From an optimization exercise on the open Yosys and OpenROAD flow, aimed at small area, a short achievable clock period and few clock cycles per item; shortcuts taken in it are not production practice.
In this exercise RTL edits were held to simulation tests only and were not proved equivalent to the original.

**design/flow/constraint.sdc**
```tcl
create_clock -name core_clock -period 13.0 [get_ports {i_clk}]
set_input_delay 2.6000 -clock core_clock [delete_from_list [all_inputs] [get_ports {i_clk}]]
set_output_delay 2.6000 -clock core_clock [all_outputs]
set_load 0.01 [all_outputs]
```
**design/flow/config.mk**
```make
export PLATFORM = sky130hd
export DESIGN_NAME = magnetometer_heading_core
export DESIGN_NICKNAME = magnetometer_heading_core
export VERILOG_FILES = /design/flow/design.v
export SDC_FILE = /design/flow/constraint.sdc
export NUM_CORES = 4
export LEC_CHECK = 0
export CAP_MARGIN = 20
export CORE_MARGIN = 2
export CORE_UTILIZATION = 40
export SLEW_MARGIN = 20
```
**design/flow/design.v**
```verilog
`timescale 1ns / 1ps
package mhdg_pkg;
    localparam int IN_W        = 16;    
    localparam int GAIN_W      = 24;    
    localparam int GAIN_FRAC   = 16;
    localparam int BEARING_W   = 9;
    localparam int CFG_IDX_W   = 3;
    localparam int CFG_DATA_W  = 24;
    localparam int S_TDATA_W   = 32;
    localparam int M_TDATA_W   = 24;
    localparam int PRESCALE_SH = 8;     
    localparam int Z_W         = 26;    
    localparam int Z_FRAC      = 16;
    localparam int ATAN_IDX_W  = 5;
    localparam int CORDIC_STEPS_DEF = 16;
    localparam int SAMPLE_WIDTH_DEF = 16;
    localparam logic signed [Z_W-1:0]      Z_PLUS_90  = Z_W'(90 * 65536);
    localparam logic signed [Z_W-1:0]      Z_MINUS_90 = -Z_PLUS_90;
    localparam logic signed [BEARING_W-1:0] BEARING_MAX = 9'sd180;
    localparam logic signed [BEARING_W-1:0] BEARING_MIN = -9'sd180;
    localparam logic signed [BEARING_W:0]   WRAP_180    = 10'sd180;
    localparam logic signed [BEARING_W:0]   WRAP_360    = 10'sd360;
    typedef enum logic [CFG_IDX_W-1:0] {
        REG_BIAS_X       = 3'd0,
        REG_BIAS_Y       = 3'd1,
        REG_SCALE_X      = 3'd2,
        REG_SCALE_Y      = 3'd3,
        REG_AXES_SWAPPED = 3'd4
    } t_cfg_reg;
    localparam logic OP_MEASURE  = 1'b0;
    localparam logic OP_SET_ZERO = 1'b1;
    typedef struct packed {
        logic start;
    } t_cordic_ctl;
    typedef struct packed {
        logic busy;
        logic done;
    } t_cordic_sts;
    function automatic logic [Z_W-1:0] atan_deg(input logic [ATAN_IDX_W-1:0] idx);
        logic [Z_W-1:0] v;
        case (idx)
            5'd0:    v = Z_W'(2949120);
            5'd1:    v = Z_W'(1740967);
            5'd2:    v = Z_W'(919879);
            5'd3:    v = Z_W'(466945);
            5'd4:    v = Z_W'(234379);
            5'd5:    v = Z_W'(117304);
            5'd6:    v = Z_W'(58666);
            5'd7:    v = Z_W'(29335);
            5'd8:    v = Z_W'(14668);
            5'd9:    v = Z_W'(7334);
            5'd10:   v = Z_W'(3667);
            5'd11:   v = Z_W'(1833);
            5'd12:   v = Z_W'(917);
            5'd13:   v = Z_W'(458);
            5'd14:   v = Z_W'(229);
            5'd15:   v = Z_W'(115);
            5'd16:   v = Z_W'(57);
            5'd17:   v = Z_W'(29);
            5'd18:   v = Z_W'(14);
            5'd19:   v = Z_W'(7);
            5'd20:   v = Z_W'(4);
            5'd21:   v = Z_W'(2);
            5'd22:   v = Z_W'(1);
            default: v = '0;
        endcase
        atan_deg = v;
    endfunction
endpackage
`timescale 1ns / 1ps
`timescale 1ns / 1ps
`timescale 1ns / 1ps
module mhdg_wrap (
    input  logic signed [mhdg_pkg::BEARING_W-1:0] i_real,
    input  logic signed [mhdg_pkg::BEARING_W-1:0] i_offset,
    output logic signed [mhdg_pkg::BEARING_W-1:0] o_rel
);
    localparam int DW = mhdg_pkg::BEARING_W + 1;
    logic signed [DW-1:0] w_diff;
    logic signed [DW-1:0] w_neg;
    logic signed [DW-1:0] w_mod;
    logic signed [DW-1:0] w_rel;
    assign w_diff = {i_real[DW-2], i_real} - {i_offset[DW-2], i_offset};
    assign w_neg  = -w_diff;
    always_comb begin
        w_mod = '0;
        w_rel = w_diff;
        if (w_diff < -mhdg_pkg::WRAP_180) begin
            w_mod = (w_neg == mhdg_pkg::WRAP_360) ? '0 : w_neg - mhdg_pkg::WRAP_180;
            w_rel = mhdg_pkg::WRAP_180 - w_mod;
        end else if (w_diff > mhdg_pkg::WRAP_180) begin
            w_mod = (w_diff == mhdg_pkg::WRAP_360) ? '0 : w_diff - mhdg_pkg::WRAP_180;
            w_rel = w_mod - mhdg_pkg::WRAP_180;
        end
    end
    assign o_rel = w_rel[DW-2:0];
endmodule
`timescale 1ns / 1ps
module magnetometer_heading_core #(
    parameter int CORDIC_STEPS = mhdg_pkg::CORDIC_STEPS_DEF,
    parameter int SAMPLE_WIDTH = mhdg_pkg::SAMPLE_WIDTH_DEF
) (
    input  logic                                i_clk,
    input  logic                                i_rst_n,
    input  logic                                i_s_tvalid,
    output logic                                o_s_tready,
    input  logic [mhdg_pkg::S_TDATA_W-1:0]      i_s_tdata,    
    input  logic                                i_s_tuser,    
    output logic                                o_m_tvalid,
    input  logic                                i_m_tready,
    output logic [mhdg_pkg::M_TDATA_W-1:0]      o_m_tdata,    
    input  logic                                i_cfg_we,
    input  logic [mhdg_pkg::CFG_IDX_W-1:0]      i_cfg_idx,
    input  logic [mhdg_pkg::CFG_DATA_W-1:0]     i_cfg_data
);
    logic [15:0] r_bias_x, r_bias_y;
    logic [23:0] r_gain_x, r_gain_y;
    logic        r_swap;
    logic        r_adv;
    logic        r0_v, r0_op;
    logic [15:0] r0_raw_x, r0_raw_y;
    logic [8:0]  w_deg;
    logic        w_op;
    logic        w_push;
    always_ff @(posedge i_clk) begin
        if (!i_rst_n) begin
            r_bias_x <= '0;
            r_bias_y <= '0;
            r_gain_x <= '0;
            r_gain_y <= '0;
            r_swap   <= 1'b0;
        end else if (i_cfg_we) begin
            case (i_cfg_idx)
                3'd0: r_bias_x <= i_cfg_data[15:0];
                3'd1: r_bias_y <= i_cfg_data[15:0];
                3'd2: r_gain_x <= i_cfg_data;
                3'd3: r_gain_y <= i_cfg_data;
                3'd4: r_swap   <= i_cfg_data[0];
                default: ;
            endcase
        end
    end
    assign o_s_tready = r_adv;
    always_ff @(posedge i_clk) begin
        if (r_adv) begin
            r0_raw_x <= i_s_tdata[15:0];
            r0_raw_y <= i_s_tdata[31:16];
            r0_op    <= i_s_tuser;
        end
    end
    always_ff @(posedge i_clk) begin
        if (!i_rst_n)   r0_v <= 1'b0;
        else if (r_adv) r0_v <= i_s_tvalid;
    end
    logic [0:0] w0_nx;
    logic [15:0] w0_ax;
    logic [0:0] w0_ny;
    logic [15:0] w0_ay;
    logic [23:0] w1_qx;
    logic [23:0] w1_qy;
    logic [15:0] w2_x0;
    logic [15:0] w2_t0;
    logic [0:0] w2_sg;
    logic [0:0] w2_qp;
    logic [0:0] w2_qn;
    logic [0:0] w2_zero;
    logic [24:0] w3_x_1;
    logic [24:0] w3_y_1;
    logic [25:0] w3_zs_1;
    logic [0:0] w4_d_1;
    logic [25:0] w4_zs_2;
    logic [24:0] w4_y_2;
    logic [24:0] w4_x_2;
    logic [0:0] w5_d_2;
    logic [25:0] w5_zs_3;
    logic [23:0] w5_y_3;
    logic [24:0] w5_x_3;
    logic [0:0] w6_d_3;
    logic [25:0] w6_zs_4;
    logic [21:0] w6_y_4;
    logic [24:0] w6_x_4;
    logic [0:0] w7_d_4;
    logic [25:0] w7_zs_5;
    logic [21:0] w7_y_5;
    logic [24:0] w7_x_5;
    logic [0:0] w8_d_5;
    logic [25:0] w8_zs_6;
    logic [20:0] w8_y_6;
    logic [24:0] w8_x_6;
    logic [0:0] w9_d_6;
    logic [25:0] w9_zs_7;
    logic [19:0] w9_y_7;
    logic [24:0] w9_x_7;
    logic [0:0] w10_d_7;
    logic [25:0] w10_zs_8;
    logic [18:0] w10_y_8;
    logic [24:0] w10_x_8;
    logic [0:0] w11_d_8;
    logic [25:0] w11_zs_9;
    logic [17:0] w11_y_9;
    logic [24:0] w11_x_9;
    logic [0:0] w12_d_9;
    logic [25:0] w12_zs_10;
    logic [16:0] w12_y_10;
    logic [24:0] w12_x_10;
    logic [0:0] w13_d_10;
    logic [25:0] w13_zs_11;
    logic [15:0] w13_y_11;
    logic [24:0] w13_x_11;
    logic [0:0] w14_d_11;
    logic [25:0] w14_zs_12;
    logic [14:0] w14_y_12;
    logic [24:0] w14_x_12;
    logic [0:0] w15_d_12;
    logic [25:0] w15_zs_13;
    logic [13:0] w15_y_13;
    logic [24:0] w15_x_13;
    logic [0:0] w16_d_13;
    logic [25:0] w16_zs_14;
    logic [12:0] w16_y_14;
    logic [24:0] w16_x_14;
    logic [0:0] w17_d_14;
    logic [25:0] w17_zs_15;
    logic [11:0] w17_y_15;
    logic [0:0] w18_d_15;
    logic [25:0] w18_zf;
    logic [8:0] w19_deg;
    logic [0:0] r1_op;
    logic [0:0] r1_nx;
    logic [15:0] r1_ax;
    logic [0:0] r1_ny;
    logic [15:0] r1_ay;
    logic [0:0] r2_op;
    logic [0:0] r2_nx;
    logic [0:0] r2_ny;
    logic [23:0] r2_qx;
    logic [23:0] r2_qy;
    logic [0:0] r3_op;
    logic [0:0] r3_zero;
    logic [25:0] r3_zs_2;
    logic [17:0] r3_y_2;
    logic [17:0] r3_x_2;
    logic [0:0] r4_op;
    logic [0:0] r4_zero;
    logic [25:0] r4_zs_4;
    logic [19:0] r4_y_4;
    logic [22:0] r4_x_4;
    logic [0:0] r5_op;
    logic [0:0] r5_zero;
    logic [25:0] r5_zs_6;
    logic [20:0] r5_y_6;
    logic [24:0] r5_x_6;
    logic [0:0] r6_op;
    logic [0:0] r6_zero;
    logic [25:0] r6_zs_8;
    logic [18:0] r6_y_8;
    logic [24:0] r6_x_8;
    logic [0:0] r7_op;
    logic [0:0] r7_zero;
    logic [25:0] r7_zs_10;
    logic [16:0] r7_y_10;
    logic [24:0] r7_x_10;
    logic [0:0] r8_op;
    logic [0:0] r8_zero;
    logic [25:0] r8_zs_12;
    logic [14:0] r8_y_12;
    logic [24:0] r8_x_12;
    logic [0:0] r9_op;
    logic [0:0] r9_zero;
    logic [25:0] r9_zs_14;
    logic [12:0] r9_y_14;
    logic [24:0] r9_x_14;
    logic [0:0] r10_op;
    logic [0:0] r10_zero;
    logic [25:0] r10_zf;
    logic r1_v;
    logic r2_v;
    logic r3_v;
    logic r4_v;
    logic r5_v;
    logic r6_v;
    logic r7_v;
    logic r8_v;
    logic r9_v;
    logic r10_v;
    wire [16:0] w0_dpx = {r0_raw_x[15], r0_raw_x} - {r_bias_x[15], r_bias_x};
    wire [16:0] w0_dnx = {r_bias_x[15], r_bias_x} - {r0_raw_x[15], r0_raw_x};
    assign w0_nx = w0_dpx[16];
    assign w0_ax = w0_dpx[16] ? w0_dnx[15:0] : w0_dpx[15:0];
    wire [16:0] w0_dpy = {r0_raw_y[15], r0_raw_y} - {r_bias_y[15], r_bias_y};
    wire [16:0] w0_dny = {r_bias_y[15], r_bias_y} - {r0_raw_y[15], r0_raw_y};
    assign w0_ny = w0_dpy[16];
    assign w0_ay = w0_dpy[16] ? w0_dny[15:0] : w0_dpy[15:0];
    wire [39:0] w1_px = r1_ax * r_gain_x;
    assign w1_qx = w1_px[39:16];
    wire [39:0] w1_py = r1_ay * r_gain_y;
    assign w1_qy = w1_py[39:16];
    wire w2_bigx = (r2_qx[23:15] != 9'd0) && !(r2_nx && r2_qx == 24'd32768);
    wire [15:0] w2_mx = w2_bigx ? (r2_nx ? 16'd32768 : 16'd32767) : r2_qx[15:0];
    wire w2_sx = r2_nx && (r2_qx != 24'd0);
    wire w2_bigy = (r2_qy[23:15] != 9'd0) && !(r2_ny && r2_qy == 24'd32768);
    wire [15:0] w2_my = w2_bigy ? (r2_ny ? 16'd32768 : 16'd32767) : r2_qy[15:0];
    wire w2_sy = r2_ny && (r2_qy != 24'd0);
    wire w2_vsx = r_swap ? w2_sy : w2_sx;
    wire w2_vsy = r_swap ? w2_sx : w2_sy;
    wire [15:0] w2_vmx = r_swap ? w2_my : w2_mx;
    wire [15:0] w2_vmy = r_swap ? w2_mx : w2_my;
    assign w2_x0 = w2_vsx ? w2_vmy : w2_vmx;
    assign w2_t0 = w2_vsx ? w2_vmx : w2_vmy;
    assign w2_sg = w2_vsy;
    assign w2_qp = w2_vsx && !w2_vsy;
    assign w2_qn = w2_vsx && w2_vsy;
    assign w2_zero = (w2_vmx == 16'd0) && (w2_vmy == 16'd0);
    assign w3_zs_1 = (w2_qp ? 26'd66461288 : w2_qn ? 26'd54664808 : 26'd60563048) + (!w2_sg ? 26'd5898240 : 26'd0);
    wire [16:0] w3_sm = {1'b0, w2_x0} + {1'b0, w2_t0};
    wire [16:0] w3_df = w2_sg ? ({1'b0, w2_x0} - {1'b0, w2_t0}) : ({1'b0, w2_t0} - {1'b0, w2_x0});
    assign w3_x_1 = {w3_sm, 8'd0};
    assign w3_y_1 = {w3_df, 8'd0};
    assign w3_d_0 = !w2_sg;
    assign w4_d_1 = !w3_y_1[24];
    assign w4_zs_2 = w3_zs_1 + (w4_d_1 ? 26'd3481934 : 26'd0);
    wire [24:0] w4_xs = {{1{1'b0}}, w3_x_1[24:1]};
    wire [24:0] w4_yl = w3_y_1[24:0];
    wire [25:0] w4_ya = {w4_yl, 1'b1} + {w4_xs ^ {25{w4_d_1}}, w4_d_1};
    assign w4_y_2 = w4_ya[25:1];
    wire [24:0] w4_ys = {{1{w3_y_1[24]}}, w3_y_1[24:1]};
    wire [25:0] w4_xa = {w3_x_1, 1'b1} + {w4_ys ^ {25{!w4_d_1}}, !w4_d_1};
    assign w4_x_2 = w4_xa[25:1];
    wire [24:0] s3_y_2 = {r3_y_2, 7'd0};
    wire [24:0] s3_x_2 = {r3_x_2, 7'd0};
    assign w5_d_2 = !s3_y_2[24];
    assign w5_zs_3 = r3_zs_2 + (w5_d_2 ? 26'd1839758 : 26'd0);
    wire [23:0] w5_xs = {{1{1'b0}}, s3_x_2[24:2]};
    wire [23:0] w5_yl = s3_y_2[23:0];
    wire [24:0] w5_ya = {w5_yl, 1'b1} + {w5_xs ^ {24{w5_d_2}}, w5_d_2};
    assign w5_y_3 = w5_ya[24:1];
    wire [24:0] w5_ys = {{2{s3_y_2[24]}}, s3_y_2[24:2]};
    wire [25:0] w5_xa = {s3_x_2, 1'b1} + {w5_ys ^ {25{!w5_d_2}}, !w5_d_2};
    assign w5_x_3 = w5_xa[25:1];
    assign w6_d_3 = !w5_y_3[23];
    assign w6_zs_4 = w5_zs_3 + (w6_d_3 ? 26'd933890 : 26'd0);
    wire [21:0] w6_xs = w5_x_3[24:3];
    wire [21:0] w6_yl = w5_y_3[21:0];
    wire [22:0] w6_ya = {w6_yl, 1'b1} + {w6_xs ^ {22{w6_d_3}}, w6_d_3};
    assign w6_y_4 = w6_ya[22:1];
    wire [24:0] w6_ys = {{4{w5_y_3[23]}}, w5_y_3[23:3]};
    wire [25:0] w6_xa = {w5_x_3, 1'b1} + {w6_ys ^ {25{!w6_d_3}}, !w6_d_3};
    assign w6_x_4 = w6_xa[25:1];
    wire [21:0] s4_y_4 = {r4_y_4, 2'd0};
    wire [24:0] s4_x_4 = {r4_x_4, 2'd0};
    assign w7_d_4 = !s4_y_4[21];
    assign w7_zs_5 = r4_zs_4 + (w7_d_4 ? 26'd468758 : 26'd0);
    wire [21:0] w7_xs = {{1{1'b0}}, s4_x_4[24:4]};
    wire [21:0] w7_yl = s4_y_4[21:0];
    wire [22:0] w7_ya = {w7_yl, 1'b1} + {w7_xs ^ {22{w7_d_4}}, w7_d_4};
    assign w7_y_5 = w7_ya[22:1];
    wire [24:0] w7_ys = {{7{s4_y_4[21]}}, s4_y_4[21:4]};
    wire [25:0] w7_xa = {s4_x_4, 1'b1} + {w7_ys ^ {25{!w7_d_4}}, !w7_d_4};
    assign w7_x_5 = w7_xa[25:1];
    assign w8_d_5 = !w7_y_5[21];
    assign w8_zs_6 = w7_zs_5 + (w8_d_5 ? 26'd234608 : 26'd0);
    wire [20:0] w8_xs = {{1{1'b0}}, w7_x_5[24:5]};
    wire [20:0] w8_yl = w7_y_5[20:0];
    wire [21:0] w8_ya = {w8_yl, 1'b1} + {w8_xs ^ {21{w8_d_5}}, w8_d_5};
    assign w8_y_6 = w8_ya[21:1];
    wire [24:0] w8_ys = {{8{w7_y_5[21]}}, w7_y_5[21:5]};
    wire [25:0] w8_xa = {w7_x_5, 1'b1} + {w8_ys ^ {25{!w8_d_5}}, !w8_d_5};
    assign w8_x_6 = w8_xa[25:1];
    assign w9_d_6 = !r5_y_6[20];
    assign w9_zs_7 = r5_zs_6 + (w9_d_6 ? 26'd117332 : 26'd0);
    wire [19:0] w9_xs = {{1{1'b0}}, r5_x_6[24:6]};
    wire [19:0] w9_yl = r5_y_6[19:0];
    wire [20:0] w9_ya = {w9_yl, 1'b1} + {w9_xs ^ {20{w9_d_6}}, w9_d_6};
    assign w9_y_7 = w9_ya[20:1];
    wire [24:0] w9_ys = {{10{r5_y_6[20]}}, r5_y_6[20:6]};
    wire [25:0] w9_xa = {r5_x_6, 1'b1} + {w9_ys ^ {25{!w9_d_6}}, !w9_d_6};
    assign w9_x_7 = w9_xa[25:1];
    assign w10_d_7 = !w9_y_7[19];
    assign w10_zs_8 = w9_zs_7 + (w10_d_7 ? 26'd58670 : 26'd0);
    wire [18:0] w10_xs = {{1{1'b0}}, w9_x_7[24:7]};
    wire [18:0] w10_yl = w9_y_7[18:0];
    wire [19:0] w10_ya = {w10_yl, 1'b1} + {w10_xs ^ {19{w10_d_7}}, w10_d_7};
    assign w10_y_8 = w10_ya[19:1];
    wire [24:0] w10_ys = {{12{w9_y_7[19]}}, w9_y_7[19:7]};
    wire [25:0] w10_xa = {w9_x_7, 1'b1} + {w10_ys ^ {25{!w10_d_7}}, !w10_d_7};
    assign w10_x_8 = w10_xa[25:1];
    assign w11_d_8 = !r6_y_8[18];
    assign w11_zs_9 = r6_zs_8 + (w11_d_8 ? 26'd29336 : 26'd0);
    wire [17:0] w11_xs = {{1{1'b0}}, r6_x_8[24:8]};
    wire [17:0] w11_yl = r6_y_8[17:0];
    wire [18:0] w11_ya = {w11_yl, 1'b1} + {w11_xs ^ {18{w11_d_8}}, w11_d_8};
    assign w11_y_9 = w11_ya[18:1];
    wire [24:0] w11_ys = {{14{r6_y_8[18]}}, r6_y_8[18:8]};
    wire [25:0] w11_xa = {r6_x_8, 1'b1} + {w11_ys ^ {25{!w11_d_8}}, !w11_d_8};
    assign w11_x_9 = w11_xa[25:1];
    assign w12_d_9 = !w11_y_9[17];
    assign w12_zs_10 = w11_zs_9 + (w12_d_9 ? 26'd14668 : 26'd0);
    wire [16:0] w12_xs = {{1{1'b0}}, w11_x_9[24:9]};
    wire [16:0] w12_yl = w11_y_9[16:0];
    wire [17:0] w12_ya = {w12_yl, 1'b1} + {w12_xs ^ {17{w12_d_9}}, w12_d_9};
    assign w12_y_10 = w12_ya[17:1];
    wire [24:0] w12_ys = {{16{w11_y_9[17]}}, w11_y_9[17:9]};
    wire [25:0] w12_xa = {w11_x_9, 1'b1} + {w12_ys ^ {25{!w12_d_9}}, !w12_d_9};
    assign w12_x_10 = w12_xa[25:1];
    assign w13_d_10 = !r7_y_10[16];
    assign w13_zs_11 = r7_zs_10 + (w13_d_10 ? 26'd7334 : 26'd0);
    wire [15:0] w13_xs = {{1{1'b0}}, r7_x_10[24:10]};
    wire [15:0] w13_yl = r7_y_10[15:0];
    wire [16:0] w13_ya = {w13_yl, 1'b1} + {w13_xs ^ {16{w13_d_10}}, w13_d_10};
    assign w13_y_11 = w13_ya[16:1];
    wire [24:0] w13_ys = {{18{r7_y_10[16]}}, r7_y_10[16:10]};
    wire [25:0] w13_xa = {r7_x_10, 1'b1} + {w13_ys ^ {25{!w13_d_10}}, !w13_d_10};
    assign w13_x_11 = w13_xa[25:1];
    assign w14_d_11 = !w13_y_11[15];
    assign w14_zs_12 = w13_zs_11 + (w14_d_11 ? 26'd3666 : 26'd0);
    wire [14:0] w14_xs = {{1{1'b0}}, w13_x_11[24:11]};
    wire [14:0] w14_yl = w13_y_11[14:0];
    wire [15:0] w14_ya = {w14_yl, 1'b1} + {w14_xs ^ {15{w14_d_11}}, w14_d_11};
    assign w14_y_12 = w14_ya[15:1];
    wire [24:0] w14_ys = {{20{w13_y_11[15]}}, w13_y_11[15:11]};
    wire [25:0] w14_xa = {w13_x_11, 1'b1} + {w14_ys ^ {25{!w14_d_11}}, !w14_d_11};
    assign w14_x_12 = w14_xa[25:1];
    assign w15_d_12 = !r8_y_12[14];
    assign w15_zs_13 = r8_zs_12 + (w15_d_12 ? 26'd1834 : 26'd0);
    wire [13:0] w15_xs = {{1{1'b0}}, r8_x_12[24:12]};
    wire [13:0] w15_yl = r8_y_12[13:0];
    wire [14:0] w15_ya = {w15_yl, 1'b1} + {w15_xs ^ {14{w15_d_12}}, w15_d_12};
    assign w15_y_13 = w15_ya[14:1];
    wire [24:0] w15_ys = {{22{r8_y_12[14]}}, r8_y_12[14:12]};
    wire [25:0] w15_xa = {r8_x_12, 1'b1} + {w15_ys ^ {25{!w15_d_12}}, !w15_d_12};
    assign w15_x_13 = w15_xa[25:1];
    assign w16_d_13 = !w15_y_13[13];
    assign w16_zs_14 = w15_zs_13 + (w16_d_13 ? 26'd916 : 26'd0);
    wire [12:0] w16_xs = {{1{1'b0}}, w15_x_13[24:13]};
    wire [12:0] w16_yl = w15_y_13[12:0];
    wire [13:0] w16_ya = {w16_yl, 1'b1} + {w16_xs ^ {13{w16_d_13}}, w16_d_13};
    assign w16_y_14 = w16_ya[13:1];
    wire [24:0] w16_ys = {{24{w15_y_13[13]}}, w15_y_13[13:13]};
    wire [25:0] w16_xa = {w15_x_13, 1'b1} + {w16_ys ^ {25{!w16_d_13}}, !w16_d_13};
    assign w16_x_14 = w16_xa[25:1];
    assign w17_d_14 = !r9_y_14[12];
    assign w17_zs_15 = r9_zs_14 + (w17_d_14 ? 26'd458 : 26'd0);
    wire [11:0] w17_xs = {{1{1'b0}}, r9_x_14[24:14]};
    wire [11:0] w17_yl = r9_y_14[11:0];
    wire [12:0] w17_ya = {w17_yl, 1'b1} + {w17_xs ^ {12{w17_d_14}}, w17_d_14};
    assign w17_y_15 = w17_ya[12:1];
    assign w18_d_15 = !w17_y_15[11];
    assign w18_zf = w17_zs_15 + (w18_d_15 ? 26'd230 : 26'd0);
    wire signed [9:0] w19_dr = r10_zf[25:16] + {9'd0, r10_zf[25] && (r10_zf[15:0] != 16'd0)};
    assign w19_deg = r10_zero ? 9'sd0 : (w19_dr > 10'sd180) ? 9'sd180 : (w19_dr < -10'sd180) ? -9'sd180 : w19_dr[8:0];
    always_ff @(posedge i_clk) begin
        if (r_adv) begin
            r1_op <= r0_op;
            r1_nx <= w0_nx;
            r1_ax <= w0_ax;
            r1_ny <= w0_ny;
            r1_ay <= w0_ay;
            r2_op <= r1_op;
            r2_nx <= r1_nx;
            r2_ny <= r1_ny;
            r2_qx <= w1_qx;
            r2_qy <= w1_qy;
            r3_op <= r2_op;
            r3_zero <= w2_zero;
            r3_zs_2 <= w4_zs_2;
            r3_y_2 <= w4_y_2[24:7];
            r3_x_2 <= w4_x_2[24:7];
            r4_op <= r3_op;
            r4_zero <= r3_zero;
            r4_zs_4 <= w6_zs_4;
            r4_y_4 <= w6_y_4[21:2];
            r4_x_4 <= w6_x_4[24:2];
            r5_op <= r4_op;
            r5_zero <= r4_zero;
            r5_zs_6 <= w8_zs_6;
            r5_y_6 <= w8_y_6;
            r5_x_6 <= w8_x_6;
            r6_op <= r5_op;
            r6_zero <= r5_zero;
            r6_zs_8 <= w10_zs_8;
            r6_y_8 <= w10_y_8;
            r6_x_8 <= w10_x_8;
            r7_op <= r6_op;
            r7_zero <= r6_zero;
            r7_zs_10 <= w12_zs_10;
            r7_y_10 <= w12_y_10;
            r7_x_10 <= w12_x_10;
            r8_op <= r7_op;
            r8_zero <= r7_zero;
            r8_zs_12 <= w14_zs_12;
            r8_y_12 <= w14_y_12;
            r8_x_12 <= w14_x_12;
            r9_op <= r8_op;
            r9_zero <= r8_zero;
            r9_zs_14 <= w16_zs_14;
            r9_y_14 <= w16_y_14;
            r9_x_14 <= w16_x_14;
            r10_op <= r9_op;
            r10_zero <= r9_zero;
            r10_zf <= w18_zf;
        end
    end
    always_ff @(posedge i_clk) begin
        if (!i_rst_n) begin
            r1_v <= 1'b0;
            r2_v <= 1'b0;
            r3_v <= 1'b0;
            r4_v <= 1'b0;
            r5_v <= 1'b0;
            r6_v <= 1'b0;
            r7_v <= 1'b0;
            r8_v <= 1'b0;
            r9_v <= 1'b0;
            r10_v <= 1'b0;
        end else if (r_adv) begin
            r1_v <= r0_v;
            r2_v <= r1_v;
            r3_v <= r2_v;
            r4_v <= r3_v;
            r5_v <= r4_v;
            r6_v <= r5_v;
            r7_v <= r6_v;
            r8_v <= r7_v;
            r9_v <= r8_v;
            r10_v <= r9_v;
        end
    end
    assign w_deg  = w19_deg;
    assign w_op   = r10_op;
    assign w_push = r_adv && r10_v;
    logic [8:0] r_zero_offset;
    logic [8:0] w_offset;
    logic [8:0] w_rel;
    assign w_offset = w_op ? w_deg : r_zero_offset;
    mhdg_wrap u_wrap (
        .i_real   (w_deg),
        .i_offset (w_offset),
        .o_rel    (w_rel)
    );
    always_ff @(posedge i_clk) begin
        if (!i_rst_n)    r_zero_offset <= '0;
        else if (w_push) r_zero_offset <= w_offset;
    end
    logic        r_o_v, r_k_v;
    logic [17:0] r_o_d, r_k_d;
    logic        w_take;
    assign w_take = r_o_v && i_m_tready;
    always_ff @(posedge i_clk) begin
        if (!i_rst_n) begin
            r_o_v <= 1'b0;
            r_k_v <= 1'b0;
            r_adv <= 1'b1;
        end else begin
            if (r_k_v) begin
                if (w_take) begin
                    r_k_v <= 1'b0;
                    r_adv <= 1'b1;
                end
            end else if (w_push && r_o_v && !w_take) begin
                r_k_v <= 1'b1;
                r_adv <= 1'b0;
            end
            if (w_push || r_k_v) r_o_v <= 1'b1;
            else if (w_take)     r_o_v <= 1'b0;
        end
    end
    always_ff @(posedge i_clk) begin
        if (r_k_v) begin
            if (w_take) r_o_d <= r_k_d;
        end else if (!r_o_v || w_take) begin
            r_o_d <= {w_rel, w_deg};
        end
        if (!r_k_v) r_k_d <= {w_rel, w_deg};
    end
    assign o_m_tvalid = r_o_v;
    assign o_m_tdata  = {6'd0, r_o_d};
endmodule
```
**design/flow/run.sh**
```bash
#!/bin/bash
# synth_recipe.tcl (not shown) runs the flow's synth.tcl, then flattens the netlist and writes it again
# the make line also repeats each setting of config.mk as NAME=value (left out here)
make -C /OpenROAD-flow-scripts/flow DESIGN_CONFIG=/design/flow/config.mk WORK_HOME=/design/flow/orfs CLKGATE_MAP_FILE= SYNTH_SCRIPT=/design/flow/synth_recipe.tcl finish
```
==> run notes <==
[placed cells by master, fill, tap and decap left out, drive strengths merged, types with 32 or more instances in the layout]
cell / instances
clkinv: 35
a21o: 235
fa: 650
inv: 980
o21a: 99
nand4: 56
o21bai: 77
xnor2: 767
nand2b: 71
buf: 54
nand3: 130
clkbuf: 104
and2: 255
nor2: 407
a21boi: 32
ha: 855
nor2b: 95
mux2i: 70
a31oi: 54
or3: 38
nor3: 114
xor2: 330
edfxtp: 631
clkdlybuf4s50: 84
o21ai: 261
and3: 47
a211oi: 51
a21oi: 506
dfxtp: 104
nand2: 1106
[synth_stat cells, types with 10 or more instances]
| master | count | area share, % |
|---|---|---|
| sky130_fd_sc_hd__a2111oi_0 | 18 | 0.19 |
| sky130_fd_sc_hd__a211o_1 | 13 | 0.14 |
| sky130_fd_sc_hd__a211oi_1 | 50 | 0.46 |
| sky130_fd_sc_hd__a21boi_0 | 26 | 0.24 |
| sky130_fd_sc_hd__a21o_1 | 235 | 2.2 |
| sky130_fd_sc_hd__a21oi_1 | 502 | 3.1 |
| sky130_fd_sc_hd__a221oi_1 | 21 | 0.22 |
| sky130_fd_sc_hd__a31o_2 | 22 | 0.24 |
| sky130_fd_sc_hd__a31oi_1 | 54 | 0.41 |
| sky130_fd_sc_hd__and2_1 | 254 | 1.9 |
| sky130_fd_sc_hd__and3_1 | 47 | 0.36 |
| sky130_fd_sc_hd__and4_1 | 16 | 0.17 |
| sky130_fd_sc_hd__buf_1 | 30 | 0.14 |
| sky130_fd_sc_hd__buf_2 | 11 | 0.067 |
| sky130_fd_sc_hd__clkbuf_1 | 243 | 1.1 |
| sky130_fd_sc_hd__dfxtp_1 | 104 | 2.5 |
| sky130_fd_sc_hd__edfxtp_1 | 631 | 23 |
| sky130_fd_sc_hd__fa_1 | 650 | 16 |
| sky130_fd_sc_hd__ha_1 | 855 | 13 |
| sky130_fd_sc_hd__inv_1 | 965 | 4.4 |
| sky130_fd_sc_hd__mux2_2 | 18 | 0.25 |
| sky130_fd_sc_hd__mux2i_1 | 69 | 0.84 |
| sky130_fd_sc_hd__nand2_1 | 1105 | 5.1 |
| sky130_fd_sc_hd__nand2b_1 | 71 | 0.54 |
| sky130_fd_sc_hd__nand3_1 | 130 | 0.80 |
| sky130_fd_sc_hd__nand3b_1 | 17 | 0.16 |
| sky130_fd_sc_hd__nand4_1 | 56 | 0.43 |
| sky130_fd_sc_hd__nor2_1 | 406 | 1.9 |
| sky130_fd_sc_hd__nor2b_1 | 95 | 0.73 |
| sky130_fd_sc_hd__nor3_1 | 114 | 0.70 |
| sky130_fd_sc_hd__nor3b_1 | 13 | 0.12 |
| sky130_fd_sc_hd__nor4_1 | 23 | 0.18 |
| sky130_fd_sc_hd__o211ai_1 | 29 | 0.27 |
| sky130_fd_sc_hd__o21a_1 | 98 | 0.90 |
| sky130_fd_sc_hd__o21ai_0 | 248 | 1.5 |
| sky130_fd_sc_hd__o21ai_1 | 10 | 0.061 |
| sky130_fd_sc_hd__o21bai_1 | 77 | 0.71 |
| sky130_fd_sc_hd__o31a_1 | 12 | 0.13 |
| sky130_fd_sc_hd__o31ai_1 | 26 | 0.24 |
| sky130_fd_sc_hd__or2_2 | 31 | 0.24 |
| sky130_fd_sc_hd__or3_1 | 38 | 0.29 |
| sky130_fd_sc_hd__or4_1 | 10 | 0.092 |
| sky130_fd_sc_hd__xnor2_1 | 766 | 8.2 |
| sky130_fd_sc_hd__xor2_1 | 330 | 3.5 |
[layer usage]
layer	up-vias	global-route usage, %	routed length, um
met1	29321	23.9	85700
met3	274	1.89	7070
li1	29247	-	-
met4	0	6.32	6130
met5	-	0	0
met2	1103	33.3	97400
[per-stage QoR]
step | instances | setup slack, ns | hold slack [ns]
after global routing | 11405 | 3.69 | 0.424
after detailed placement | 11241 | 4.20 | 0.407
after CTS | 11404 | 4.17 | 0.417
after global placement | 11241 | 4.36 | 0.404
after floorplan | 8723 | 3.16 | 0.400
final | 11405 | 4.16 | 0.418
[critical path, cell delays in order (launching register included)]
cell                        delay [ns]
sky130_fd_sc_hd__edfxtp_1         0.98
sky130_fd_sc_hd__nand2_1          0.17
sky130_fd_sc_hd__fa_1             0.53
sky130_fd_sc_hd__inv_1            0.05
sky130_fd_sc_hd__fa_1             0.48
sky130_fd_sc_hd__inv_1            0.07
sky130_fd_sc_hd__fa_1             0.50
sky130_fd_sc_hd__inv_1            0.06
sky130_fd_sc_hd__fa_1             0.55
sky130_fd_sc_hd__inv_1            0.05
sky130_fd_sc_hd__fa_1             0.47
sky130_fd_sc_hd__inv_1            0.05
sky130_fd_sc_hd__fa_1             0.44
sky130_fd_sc_hd__ha_1             0.31
sky130_fd_sc_hd__a21o_1           0.19
sky130_fd_sc_hd__a211oi_1         0.39
sky130_fd_sc_hd__o211ai_1         0.17
sky130_fd_sc_hd__o21ai_0          0.75
sky130_fd_sc_hd__o21ai_0          0.47
sky130_fd_sc_hd__a31oi_1          0.38
sky130_fd_sc_hd__nor2_1           0.14
sky130_fd_sc_hd__o31ai_1          0.43
sky130_fd_sc_hd__a2111oi_0        0.21
sky130_fd_sc_hd__a2111o_1         0.45
sky130_fd_sc_hd__a21oi_1          0.19
sky130_fd_sc_hd__xnor2_1          0.10
[path summary, 6_finish.rpt]
| check | from | to | slack [ns] |
|---|---|---|---|
| worst min register to register | r4_op | r5_op | 0.42 |
| worst min-delay path | r4_op | r5_op | 0.42 |
| worst max register to register | r1_ax[6] | r2_qx[23] | 4.16 |
| worst max-delay path | r1_ax[6] | r2_qx[23] | 4.16 |
[cell type report]
class                           count  area, um^2  area share, %
Multi-Input combinational cell   6726       56100           63.5
Timing Repair Buffer              138        1250           1.41
Tap cell                         2672        3340           3.78
Clock buffer                      104        2360           2.67
Clock inverter                     59         653          0.739
Inverter                          970        3640           4.13
Sequential cell                   735       21000           23.8
Antenna cell                        1        2.50        0.00283
[logic make-up after synthesis]
family | after synthesis
compound gates | 1572
buf+inv | 1262
flops | 735
xor+xnor | 1098
simple gates | 2455
fa+ha+maj | 1505
mux | 90
other cells | 1
==> results.toml <==
[synthesis]
avgSynthCellArea_um2 = 9.38
post_synth_inst_count = 8718
synthAdderAreaFrac_pct = 29.0
synth_register_bits = 735
synth-main-ff-cell = "sky130_fd_sc_hd__edfxtp_1"
distinct_cell_type_count_of_the_synthesized_netlist = 109
synth-seq-area-share_pct = 25.7
muxShareOfSynthArea_pct = 1.15
synth_edf_count = 631
synthSimpleGateAreaFrac_pct = 14.0
synthArstFlopShare_pct = 0
combinational_family_with_the_most_area_after_synthesis = "adder cells"
ys.warnings.count = 3
synth_xor_area_share_pct = 11.8
post_synth_instance_area_um2 = 81800
synth_compound_gate_area_share_pct = 12.5

[worst_setup_path]
reg2reg_depth = 25
worst_ep_arrival_ns = 9.29
worst_ep_required_time_ns = 13.45
timing.setup.critical_path_class = "reg -> reg"
critPathMaxFanout = 24
critPathLaunchType = "flop"
crit_path_end_kind = "flop"

[cts]
post_cts.resized_instances = 0
cts.repair_timing.setup_buffer_count = 0
ctsLongestPathBuffers = 3
holdBufCountCts = 0
clk-insertion-delay-late_ns = 0.73
cts_num_sinks = 735
numCtsBuffers = 88
cts.htree.levels = 3
clk_root_buffer_cell = "sky130_fd_sc_hd__clkbuf_16"
clkSlewWorstSetupHoldPaths_ns = 0.06
tritoncts = "yes"

[timing]
part_of_the_cycle_the_worst_path_needs_pct = 68.0
final_period_minus_worst_setup_slack_ns = 8.84
rsz_0062_raised_after_global_routing = "no"
timing_max_transition_violations_final = 0
worst_pin_slew_ns = 1.17
maxClockFrequency_ghz = 0.113
finalSetupViolCount = 0
final_hold_viol_count = 0
worst_slew_margin_rel_pct = 21.1
totalNegativeSetupSlack_ns = 0
skew_ns = 0.0328

[drt]
final_antenna_violating_net_count = 0
vias_per_cell = 5.26
first_pass_iters = 6
drtIter0Drc = 3675
post_drt_wl_per_cell_um = 17.2
totalWireLength_um = 196000
drc_errors = 0
detailed_route_via_count = 59945

[place]
globalplace.congestion = 0.909
hpwlAfterDp_um = 158000
place.port_buffers = 84
detailed_place.area_um2 = 85300

[floorplanning]
floorplan.die.width_um = 456
die-height_um = 456
placementRows = 165
ioPinCount = 91
initial_core_utilization_pct = 40.4
floorplan.core_area_um2 = 203000
die-area_um2 = 208000

[global_route]
grt_usage_pct = 18.8
pin_count_of_the_biggest_net_entering_global_routing = 82
vias_in_the_first_global_route = 61561
gr-total-overflow = 0
grt_pass1_wl_um = 322000
initial_antenna_violation_count = 1

[run_status]
run_status = "no timing/DRC/antenna violations"

[run]
maxCapViolations = 0

[cells_and_area]
post_route_cells_drive_above_1_share_pct = 3.56
fill_cells = 19426
final_design_area_no_fill_um2 = 88300
synthToLayoutAreaGrowth_pct = 7.99
final_core_utilization_pct = 43.6
finish.net_count = 10229

[hold_path]
holdCritPathClass = "reg -> reg"
hold_depth = 0
Testbench counts, summed over its fixed seeds: cycles 3,648, items 3,072.

[static timing again, ports no longer ideal]
The results above use ideal ports. As a check the final layout listed here was re-extracted and re-timed, cells and wires unchanged.
Step 1, drivers: a clkbuf_16 drives i_clk and a buf_2 each remaining input, both assumed.
Step 2 times the ports against the registers' clock, not the clock port: input delays grow and output delays shrink by t, the midpoint of the rising clock arrivals with the driver on.
a / b / c = ideal ports / drivers / drivers and shift; a / b = the first two.
shift t [ns]: 0.801
slack for setup (ns): 4.160 / 4.160 / 4.160
slew at the worst register clock pin (ns): 0.07 / 0.07
worst slew at a driven data input, ns: 0.08
After both steps setup and hold are still met in this run. For this run, drivers alone change the setup slack by 0.000 ns; drivers and shift together by 0.000 ns.
